Context: an optimization exercise on an open-source flow, tuned for small area. The choices shown serve that exercise and are no tape-out recipe.
Where RTL was checked, it was by simulation tests only, not by an equivalence proof against the original.

==> trial 51: inputs <==
Design light_cycle_top, start of the top module:
module light_cycle_top (
	input  wire       Clk,
	input  wire       rst,
	input  wire       step,
	input  wire       start,
	input  wire [1:0] blue_turn,
	input  wire [1:0] red_turn,
	output wire [7:0] blue_head,
	output wire [7:0] red_head,
	output wire [1:0] score_blue,
	output wire [1:0] score_red,
	output wire       round_over,
	output wire       blue_wins,
	output wire       red_wins,
	output wire       playing
);
Settings: LEC_CHECK=0, CAP_MARGIN=20, CORE_MARGIN=2, CORE_UTILIZATION=65, CTS_BUF_LIST=sky130_fd_sc_hd__clkbuf_8, CTS_CLUSTER_DIAMETER=50, CTS_CLUSTER_SIZE=16, GPL_TIMING_DRIVEN=0, SLEW_MARGIN=20, SYNTH_HIERARCHICAL=1; clock period 4.0 ns.
standard.sh (not shown) runs the stock make flow with config.mk's settings and CLKGATE_MAP_FILE= SYNTH_SCRIPT=/design/flow/synth_recipe.tcl, a recipe that flattens the netlist after the stock synthesis.
==> flow/flow/run.sh <==
#!/bin/bash
# Own layout flow: the standard flow (standard.sh, which runs the
# standard synthesis script) with ABC mapping for a light load (small cells; placement repair sizes them), smaller port buffers and ABC's
# buffers removed before placement. standard.sh's output goes to
# standard.log here; each ORFS step logs under orfs/logs.
set -euo pipefail
export BUFFER_PORTS_ARGS="-buffer_cell sky130_fd_sc_hd__buf_1"
export REMOVE_ABC_BUFFERS=1
bash standard.sh ABC_LOAD_IN_FF=1 finish > standard.log 2>&1
==> inputs of trial 52, as changes to trial 51 <==
--- a/flow/design.v
+++ b/flow/design.v
@@ -1,14 +1,28 @@
 `timescale 1ns/1ns
 `default_nettype none
 module cycle_coord_bit #(
 	parameter START = 1'b0
 ) (
 	input  wire Clk,
 	input  wire clear,
+	input  wire down,
+	input  wire toggle,
+	output wire carry,
+	output reg  q
+);
+	assign carry = toggle && (q ^ down);
+	always @(posedge Clk)
+		q <= clear ? START : q ^ toggle;
+endmodule
+module cycle_coord_msb #(
+	parameter START = 1'b0
+) (
+	input  wire Clk,
+	input  wire clear,
 	input  wire toggle,
 	output reg  q
 );
 	always @(posedge Clk)
 		q <= clear ? START : q ^ toggle;
 endmodule
 module cycle_coord #(
@@ -16,33 +30,36 @@
 ) (
 	input  wire       Clk,
 	input  wire       clear,
 	input  wire       move,
 	input  wire       down,
 	output wire [3:0] coord
 );
-	wire [2:0] flip;
 	wire [3:0] toggle;
-	assign flip = coord[2:0] ^ {3{down}};
 	assign toggle[0] = move;
-	assign toggle[1] = toggle[0] & flip[0];
-	assign toggle[2] = toggle[1] & flip[1];
-	assign toggle[3] = toggle[2] & flip[2];
 	genvar i;
 	generate
-		for (i = 0; i < 4; i = i + 1)
+		for (i = 0; i < 3; i = i + 1)
 		begin : g_bit
 			cycle_coord_bit #(.START(START[i])) u_bit (
 				.Clk(Clk),
 				.clear(clear),
+				.down(down),
 				.toggle(toggle[i]),
+				.carry(toggle[i+1]),
 				.q(coord[i])
 			);
 		end
 	endgenerate
+	cycle_coord_msb #(.START(START[3])) u_msb (
+		.Clk(Clk),
+		.clear(clear),
+		.toggle(toggle[3]),
+		.q(coord[3])
+	);
 endmodule
 module cycle_head #(
 	parameter [7:0] START = 8'h00,
 	parameter       START_AXIS = 1'b0,
 	parameter       START_DOWN = 1'b0
 ) (
 	input  wire       Clk,
@@ -137,33 +154,45 @@
 module trail_read2 (
 	input  wire [1:0] q,
 	input  wire [1:0] col_n,
 	output wire       zero
 );
 	assign zero = !((q[0] || col_n[0]) && (q[1] || col_n[1]));
 endmodule
+module trail_row_pick (
+	input  wire low_n,
+	input  wire high_n,
+	input  wire row_sel_n,
+	output wire found
+);
+	assign found = !(row_sel_n || (low_n && high_n));
+endmodule
 module trail_row_read (
 	input  wire [13:0] q,
 	input  wire [13:0] col_n,
-	input  wire        row_sel,
-	output wire        zero_n
+	input  wire        row_sel_n,
+	output wire        found
 );
 	wire [6:0] part;
+	wire       low_n;
+	wire       high_n;
 	genvar i;
 	generate
 		for (i = 0; i < 7; i = i + 1)
 		begin : g_part
 			trail_read2 u_part (
 				.q(q[2*i+1:2*i]),
 				.col_n(col_n[2*i+1:2*i]),
 				.zero(part[i])
 			);
 		end
 	endgenerate
-	assign zero_n = !(row_sel && (|part));
+	assign low_n = !(|part[3:0]);
+	assign high_n = !(|part[6:4]);
+	trail_row_pick u_pick (.low_n(low_n), .high_n(high_n), .row_sel_n(row_sel_n), .found(found));
 endmodule
 module trail_addr_bit (
 	input  wire port_blue,
 	input  wire blue,
 	input  wire red,
 	output wire addr
 );
@@ -192,20 +221,28 @@
 	input  wire high,
 	input  wire low,
 	input  wire clear,
 	output wire line_n
 );
 	assign line_n = !((high && low) || clear);
 endmodule
-module trail_line (
+module trail_line_rd_n (
 	input  wire high,
 	input  wire low,
-	output wire line
+	output wire line_n
 );
-	assign line = high && low;
+	assign line_n = !(high && low);
+endmodule
+module trail_hit_pick (
+	input  wire zero,
+	input  wire if_zero,
+	input  wire if_one,
+	output wire hit
+);
+	assign hit = zero ? if_zero : if_one;
 endmodule
 module trail_collision (
 	input  wire       Clk,
 	input  wire       rst,
 	input  wire       heads_step,
 	input  wire [7:0] blue_head,
 	input  wire [7:0] red_head,
@@ -213,33 +250,31 @@
 	output reg        outcome,
 	output reg        blue_crash,
 	output reg        red_crash
 );
 	localparam [7:0] BLUE_START = 8'h82;
 	localparam [7:0] RED_START = 8'h8D;
 	reg        phase;
-	reg        clear_late;
-	reg        blue_pending;
-	reg        red_pending;
+	reg        last_turn;
 	wire       clear;
 	reg        port_blue;
 	reg        read_red;
-	wire       red_pending_next;
 	wire       write;
 	wire [7:0] addr;
 	wire       border;
 	wire       meet;
 	wire       zero;
 	wire       hit;
-	wire [13:0] row_sel;
+	wire [13:0] row_sel_n;
 	wire [13:0] row_n;
 	wire [13:0] col_n;
-	wire [13:0] row_zero_n;
-	assign clear = !phase && (round_reset || clear_late);
-	assign write = phase && (port_blue ? (heads_step || blue_pending) : (read_red || red_pending));
+	wire [13:0] col_rd_n;
+	wire [13:0] row_found;
+	assign clear = round_reset;
+	assign write = phase && (heads_step || read_red || outcome || last_turn);
 	assign border = (addr[7:4] == 4'd0) || (addr[7:4] == 4'd15) ||
 	                (addr[3:0] == 4'd0) || (addr[3:0] == 4'd15);
 	assign meet = (blue_head == red_head);
 	wire [3:0] row_hi;
 	wire [3:0] row_hi_write;
 	wire [3:0] row_lo;
 	wire [3:0] col_hi;
@@ -260,31 +295,36 @@
 	trail_predec_en u_row_hi_write (.bits(addr[7:6]), .enable(write), .line(row_hi_write));
 	trail_predec u_row_lo (.bits(addr[5:4]), .line(row_lo));
 	trail_predec u_col_hi (.bits(addr[3:2]), .line(col_hi));
 	trail_predec u_col_lo (.bits(addr[1:0]), .line(col_lo));
 	generate
 		for (i = 1; i < 15; i = i + 1)
 		begin : g_line
-			trail_line u_row_sel (
+			trail_line_rd_n u_row_sel_n (
 				.high(row_hi[i/4]),
 				.low(row_lo[i%4]),
-				.line(row_sel[i-1])
+				.line_n(row_sel_n[i-1])
 			);
 			trail_line_n u_row_n (
 				.high(row_hi_write[i/4]),
 				.low(row_lo[i%4]),
 				.clear(clear),
 				.line_n(row_n[i-1])
 			);
 			trail_line_n u_col_n (
 				.high(col_hi[i/4]),
 				.low(col_lo[i%4]),
 				.clear(clear),
 				.line_n(col_n[i-1])
 			);
+			trail_line_rd_n u_col_rd_n (
+				.high(col_hi[i/4]),
+				.low(col_lo[i%4]),
+				.line_n(col_rd_n[i-1])
+			);
 		end
 	endgenerate
 	genvar r, c;
 	generate
 		for (r = 1; r < 15; r = r + 1)
 		begin : g_row
 			wire [13:0] q;
@@ -302,30 +342,32 @@
 						.col_n(col_n[c-1]),
 						.q(q[c-1])
 					);
 				end
 			end
 			trail_row_read u_read (
 				.q(q),
-				.col_n(col_n),
-				.row_sel(row_sel[r-1]),
-				.zero_n(row_zero_n[r-1])
+				.col_n(col_rd_n),
+				.row_sel_n(row_sel_n[r-1]),
+				.found(row_found[r-1])
 			);
 		end
 	endgenerate
-	assign zero = !(&row_zero_n);
-	assign hit = border || meet || (zero == phase);
-	assign red_pending_next = !clear && ((read_red && !phase) || (red_pending && !(write && !port_blue)));
+	assign zero = |row_found;
+	trail_hit_pick u_hit (
+		.zero(zero),
+		.if_zero(border || meet || phase),
+		.if_one(border || meet || !phase),
+		.hit(hit)
+	);
 	always @(posedge Clk)
 	begin
-		phase <= !phase && !rst;
-		clear_late <= round_reset && phase;
-		blue_pending <= !clear && ((heads_step && !phase) || (blue_pending && !(write && port_blue)));
-		red_pending <= red_pending_next;
-		port_blue <= !(heads_step || red_pending_next);
+		phase <= !rst && (clear || !phase);
+		last_turn <= outcome && !clear;
+		port_blue <= !(heads_step || read_red);
 		read_red <= heads_step && !rst;
 		outcome <= read_red && !rst;
 		red_crash <= hit;
 		blue_crash <= red_crash;
 	end
 endmodule
 `default_nettype wire
@@ -348,23 +390,21 @@
 );
 	reg  [1:0] blue_points;
 	reg  [1:0] red_points;
 	reg        in_match;
 	reg        started;
 	wire       blue_point;
 	wire       red_point;
-	wire       won;
 	assign round_over = outcome && (blue_crash || red_crash);
 	assign blue_point = outcome && red_crash && !blue_crash;
 	assign red_point = outcome && blue_crash && !red_crash;
-	assign won = (blue_point && blue_points == 2'd2) || (red_point && red_points == 2'd2);
 	assign score_blue = blue_points + {1'b0, blue_point};
 	assign score_red = red_points + {1'b0, red_point};
-	assign playing = in_match && !won;
-	assign round_reset = started || (round_over && !won);
+	assign playing = in_match && !blue_wins && !red_wins;
+	assign round_reset = started || (round_over && !blue_wins && !red_wins);
 	assign blue_wins = &score_blue;
 	assign red_wins = &score_red;
 	always @(posedge Clk)
 	begin
 		in_match <= !rst && (playing || start);
 		started <= !rst && !playing && start;
 		if (rst || (!playing && start))
==> flow/flow/run.sh (replaced) <==
#!/bin/bash
# Own layout flow: the standard flow (standard.sh, which runs the
# standard synthesis script) with
# - ABC mapping for a light load, so it picks small cells (placement
#   repair sizes up the ones that need it),
# - the smallest buffer on the ports,
# - ABC's buffers removed before placement,
# - clock tree synthesis without dummy loads.
# standard.sh's output goes to standard.log here; each ORFS step logs
# under orfs/logs.
set -euo pipefail
export BUFFER_PORTS_ARGS="-buffer_cell sky130_fd_sc_hd__buf_1"
export REMOVE_ABC_BUFFERS=1
export CTS_ARGS="-sink_clustering_enable -repair_clock_nets -dont_use_dummy_load -buf_list sky130_fd_sc_hd__clkbuf_4 -sink_clustering_size 10 -sink_clustering_max_diameter 40"
bash standard.sh ABC_LOAD_IN_FF=1 finish > standard.log 2>&1
CAP_MARGIN = 10   (was 20)
CTS_BUF_LIST = sky130_fd_sc_hd__clkbuf_4   (was sky130_fd_sc_hd__clkbuf_8)
CTS_CLUSTER_DIAMETER = 40   (was 50)
CTS_CLUSTER_SIZE = 10   (was 16)
SLEW_MARGIN = 10   (was 20)
==> inputs of build 16, as changes to trial 51 <==
--- a/flow/design.v
+++ b/flow/design.v
@@ -2,26 +2,29 @@
 `default_nettype none
 module cycle_coord_bit #(
 	parameter START = 1'b0
 ) (
 	input  wire Clk,
 	input  wire clear,
 	input  wire toggle,
+	output wire q_next,
 	output reg  q
 );
+	assign q_next = clear ? START : q ^ toggle;
 	always @(posedge Clk)
-		q <= clear ? START : q ^ toggle;
+		q <= q_next;
 endmodule
 module cycle_coord #(
 	parameter [3:0] START = 4'd0
 ) (
 	input  wire       Clk,
 	input  wire       clear,
 	input  wire       move,
 	input  wire       down,
+	output wire [3:0] coord_next,
 	output wire [3:0] coord
 );
 	wire [2:0] flip;
 	wire [3:0] toggle;
 	assign flip = coord[2:0] ^ {3{down}};
 	assign toggle[0] = move;
 	assign toggle[1] = toggle[0] & flip[0];
@@ -31,28 +34,30 @@
 	generate
 		for (i = 0; i < 4; i = i + 1)
 		begin : g_bit
 			cycle_coord_bit #(.START(START[i])) u_bit (
 				.Clk(Clk),
 				.clear(clear),
 				.toggle(toggle[i]),
+				.q_next(coord_next[i]),
 				.q(coord[i])
 			);
 		end
 	endgenerate
 endmodule
 module cycle_head #(
 	parameter [7:0] START = 8'h00,
 	parameter       START_AXIS = 1'b0,
 	parameter       START_DOWN = 1'b0
 ) (
 	input  wire       Clk,
 	input  wire       clear,
 	input  wire       move,
 	input  wire [1:0] turn,
+	output wire [7:0] head_next,
 	output wire [7:0] head
 );
 	reg  axis;
 	reg  down;
 	wire turning;
 	wire right;
 	wire axis_next;
@@ -75,52 +80,58 @@
 		end
 	end
 	cycle_coord #(.START(START[7:4])) u_row (
 		.Clk(Clk),
 		.clear(clear),
 		.move(move && !axis_next),
 		.down(down_next),
+		.coord_next(head_next[7:4]),
 		.coord(head[7:4])
 	);
 	cycle_coord #(.START(START[3:0])) u_col (
 		.Clk(Clk),
 		.clear(clear),
 		.move(move && axis_next),
 		.down(down_next),
+		.coord_next(head_next[3:0]),
 		.coord(head[3:0])
 	);
 endmodule
 module cycle_motion (
 	input  wire       Clk,
 	input  wire       rst,
 	input  wire       step,
 	input  wire [1:0] blue_turn,
 	input  wire [1:0] red_turn,
 	input  wire       playing,
 	input  wire       round_reset,
 	output reg        heads_step,
+	output wire [7:0] blue_next,
+	output wire [7:0] red_next,
 	output wire [7:0] blue_head,
 	output wire [7:0] red_head
 );
 	wire clear;
 	wire move;
 	assign clear = rst || round_reset;
 	assign move = step && playing;
 	cycle_head #(.START(8'h82), .START_AXIS(1'b1), .START_DOWN(1'b0)) u_blue (
 		.Clk(Clk),
 		.clear(clear),
 		.move(move),
 		.turn(blue_turn),
+		.head_next(blue_next),
 		.head(blue_head)
 	);
 	cycle_head #(.START(8'h8D), .START_AXIS(1'b1), .START_DOWN(1'b1)) u_red (
 		.Clk(Clk),
 		.clear(clear),
 		.move(move),
 		.turn(red_turn),
+		.head_next(red_next),
 		.head(red_head)
 	);
 	always @(posedge Clk)
 		heads_step <= move && !clear;
 endmodule
 `default_nettype wire
 `timescale 1ns/1ns
@@ -137,14 +148,22 @@
 module trail_read2 (
 	input  wire [1:0] q,
 	input  wire [1:0] col_n,
 	output wire       zero
 );
 	assign zero = !((q[0] || col_n[0]) && (q[1] || col_n[1]));
 endmodule
+module trail_row_pick (
+	input  wire low_n,
+	input  wire high_n,
+	input  wire row_sel,
+	output wire zero_n
+);
+	assign zero_n = !(row_sel && !(low_n && high_n));
+endmodule
 module trail_row_read (
 	input  wire [13:0] q,
 	input  wire [13:0] col_n,
 	input  wire        row_sel,
 	output wire        zero_n
 );
 	wire [6:0] part;
@@ -155,15 +174,19 @@
 			trail_read2 u_part (
 				.q(q[2*i+1:2*i]),
 				.col_n(col_n[2*i+1:2*i]),
 				.zero(part[i])
 			);
 		end
 	endgenerate
-	assign zero_n = !(row_sel && (|part));
+	wire low_n;
+	wire high_n;
+	assign low_n = !(|part[3:0]);
+	assign high_n = !(|part[6:4]);
+	trail_row_pick u_pick (.low_n(low_n), .high_n(high_n), .row_sel(row_sel), .zero_n(zero_n));
 endmodule
 module trail_addr_bit (
 	input  wire port_blue,
 	input  wire blue,
 	input  wire red,
 	output wire addr
 );
@@ -192,25 +215,34 @@
 	input  wire high,
 	input  wire low,
 	input  wire clear,
 	output wire line_n
 );
 	assign line_n = !((high && low) || clear);
 endmodule
+module trail_line_rd_n (
+	input  wire high,
+	input  wire low,
+	output wire line_n
+);
+	assign line_n = !(high && low);
+endmodule
 module trail_line (
 	input  wire high,
 	input  wire low,
 	output wire line
 );
 	assign line = high && low;
 endmodule
 module trail_collision (
 	input  wire       Clk,
 	input  wire       rst,
 	input  wire       heads_step,
+	input  wire [7:0] blue_next,
+	input  wire [7:0] red_next,
 	input  wire [7:0] blue_head,
 	input  wire [7:0] red_head,
 	input  wire       round_reset,
 	output reg        outcome,
 	output reg        blue_crash,
 	output reg        red_crash
 );
@@ -221,22 +253,25 @@
 	reg        blue_pending;
 	reg        red_pending;
 	wire       clear;
 	reg        port_blue;
 	reg        read_red;
 	wire       red_pending_next;
 	wire       write;
-	wire [7:0] addr;
+	reg  [7:0] addr;
+	wire [7:0] addr_next;
+	wire       port_blue_next;
 	wire       border;
 	wire       meet;
 	wire       zero;
 	wire       hit;
 	wire [13:0] row_sel;
 	wire [13:0] row_n;
 	wire [13:0] col_n;
+	wire [13:0] col_rd_n;
 	wire [13:0] row_zero_n;
 	assign clear = !phase && (round_reset || clear_late);
 	assign write = phase && (port_blue ? (heads_step || blue_pending) : (read_red || red_pending));
 	assign border = (addr[7:4] == 4'd0) || (addr[7:4] == 4'd15) ||
 	                (addr[3:0] == 4'd0) || (addr[3:0] == 4'd15);
 	assign meet = (blue_head == red_head);
 	wire [3:0] row_hi;
@@ -245,18 +280,18 @@
 	wire [3:0] col_hi;
 	wire [3:0] col_lo;
 	genvar i;
 	generate
 		for (i = 0; i < 8; i = i + 1)
 		begin : g_addr
 			trail_addr_bit u_addr (
-				.port_blue(port_blue),
-				.blue(blue_head[i]),
-				.red(red_head[i]),
-				.addr(addr[i])
+				.port_blue(port_blue_next),
+				.blue(blue_next[i]),
+				.red(red_next[i]),
+				.addr(addr_next[i])
 			);
 		end
 	endgenerate
 	trail_predec u_row_hi (.bits(addr[7:6]), .line(row_hi));
 	trail_predec_en u_row_hi_write (.bits(addr[7:6]), .enable(write), .line(row_hi_write));
 	trail_predec u_row_lo (.bits(addr[5:4]), .line(row_lo));
 	trail_predec u_col_hi (.bits(addr[3:2]), .line(col_hi));
@@ -277,14 +312,19 @@
 			);
 			trail_line_n u_col_n (
 				.high(col_hi[i/4]),
 				.low(col_lo[i%4]),
 				.clear(clear),
 				.line_n(col_n[i-1])
 			);
+			trail_line_rd_n u_col_rd_n (
+				.high(col_hi[i/4]),
+				.low(col_lo[i%4]),
+				.line_n(col_rd_n[i-1])
+			);
 		end
 	endgenerate
 	genvar r, c;
 	generate
 		for (r = 1; r < 15; r = r + 1)
 		begin : g_row
 			wire [13:0] q;
@@ -302,30 +342,32 @@
 						.col_n(col_n[c-1]),
 						.q(q[c-1])
 					);
 				end
 			end
 			trail_row_read u_read (
 				.q(q),
-				.col_n(col_n),
+				.col_n(col_rd_n),
 				.row_sel(row_sel[r-1]),
 				.zero_n(row_zero_n[r-1])
 			);
 		end
 	endgenerate
 	assign zero = !(&row_zero_n);
 	assign hit = border || meet || (zero == phase);
+	assign port_blue_next = !(heads_step || red_pending_next);
 	assign red_pending_next = !clear && ((read_red && !phase) || (red_pending && !(write && !port_blue)));
 	always @(posedge Clk)
 	begin
 		phase <= !phase && !rst;
 		clear_late <= round_reset && phase;
 		blue_pending <= !clear && ((heads_step && !phase) || (blue_pending && !(write && port_blue)));
 		red_pending <= red_pending_next;
-		port_blue <= !(heads_step || red_pending_next);
+		port_blue <= port_blue_next;
+		addr <= addr_next;
 		read_red <= heads_step && !rst;
 		outcome <= read_red && !rst;
 		red_crash <= hit;
 		blue_crash <= red_crash;
 	end
 endmodule
 `default_nettype wire
@@ -395,34 +437,40 @@
 	output wire [1:0] score_red,
 	output wire       round_over,
 	output wire       blue_wins,
 	output wire       red_wins,
 	output wire       playing
 );
 	wire heads_step;
+	wire [7:0] blue_next;
+	wire [7:0] red_next;
 	wire outcome;
 	wire blue_crash;
 	wire red_crash;
 	wire round_reset;
 	cycle_motion u_motion (
 		.Clk(Clk),
 		.rst(rst),
 		.step(step),
 		.blue_turn(blue_turn),
 		.red_turn(red_turn),
 		.playing(playing),
 		.round_reset(round_reset),
 		.heads_step(heads_step),
+		.blue_next(blue_next),
+		.red_next(red_next),
 		.blue_head(blue_head),
 		.red_head(red_head)
 	);
 	trail_collision u_collision (
 		.Clk(Clk),
 		.rst(rst),
 		.heads_step(heads_step),
+		.blue_next(blue_next),
+		.red_next(red_next),
 		.blue_head(blue_head),
 		.red_head(red_head),
 		.round_reset(round_reset),
 		.outcome(outcome),
 		.blue_crash(blue_crash),
 		.red_crash(red_crash)
 	);
==> impl_metrics.ini <==
[run_status]
status = finished clean

[final_layout]
nMultiInputCombCells = 567
final_cell_mix = dfxtp_1 (238), o21ai_1 (194), o22ai_1 (98)
nonClkBufAreaFrac_pct = 1.63

[floorplanning]
die_h_um = 117

[global_route]
track_usage_pct = 30.2

[synthesis]
netlist-cell-type-count = 43
[end of results for build 16]
==> impl_metrics.ini <==
[placement]
routabilityCongestion = 0.885
dp_slack_ps = 210

[run_status]
status = finished clean

[final_layout]
nonClkBufAreaFrac_pct = 1.99
nMultiInputCombCells = 548

[global_route]
track_usage_pct = 31.2

[synthesis]
netlist-cell-type-count = 36

[floorplanning]
initial_core_util_pct = 65.8
die_h_um = 114
[end of results for trial 52]
==> impl_metrics.ini <==
[synthesis]
netlist-cell-type-count = 44
ys.flop_type = dfxtp_1

[run_status]
status = finished clean

[final_layout]
nonClkBufAreaFrac_pct = 6.72
multi_input_area_share_pct = 38.8

[global_route]
track_usage_pct = 31.1

[floorplanning]
io_pins = 32
die_h_um = 115

[min_path]
hp-start = u_collision.red_crash

[worst_setup_path]
max_stage_delay_ps = 510
[end of results for trial 51]
No functional check of the RTL was part of trial 51 and trial 52.

[afterwards: timing with drivers on the ports]
Ports are ideal in the flow. The routed layouts listed here were re-timed in OpenROAD.
Step 1 sets driving cells, clkbuf_16 on the clock port and buf_2 on the other inputs (assumed; they add their load-dependent delay and slew).
Step 2, shift: input delay + t, output delay - t, t = (earliest + latest rising clock arrival at the registers) / 2. This alone moves slack from input paths to output paths.
Three values: no drivers, after step 1, after step 2; two values: the first two.
run	shift t [ns]	setup WS [ns]	clock arrival spread, ns	worst slew at a driven data input, ns	cell pins on the clock port's net
trial 51	0.551	0.081 / 0.081 / 0.081	0.040 / 0.039	0.03	1
trial 52	0.663	0.084 / 0.084 / 0.084	0.079 / 0.079	0.03	1
build 16	0.553	0.799 / 0.799 / 0.440	0.037 / 0.038	0.03	1
After both steps every run listed still meets setup and hold. The setup slack of build 16, which loses most, moves by 0.000 ns with the drivers and by -0.359 ns with both steps.
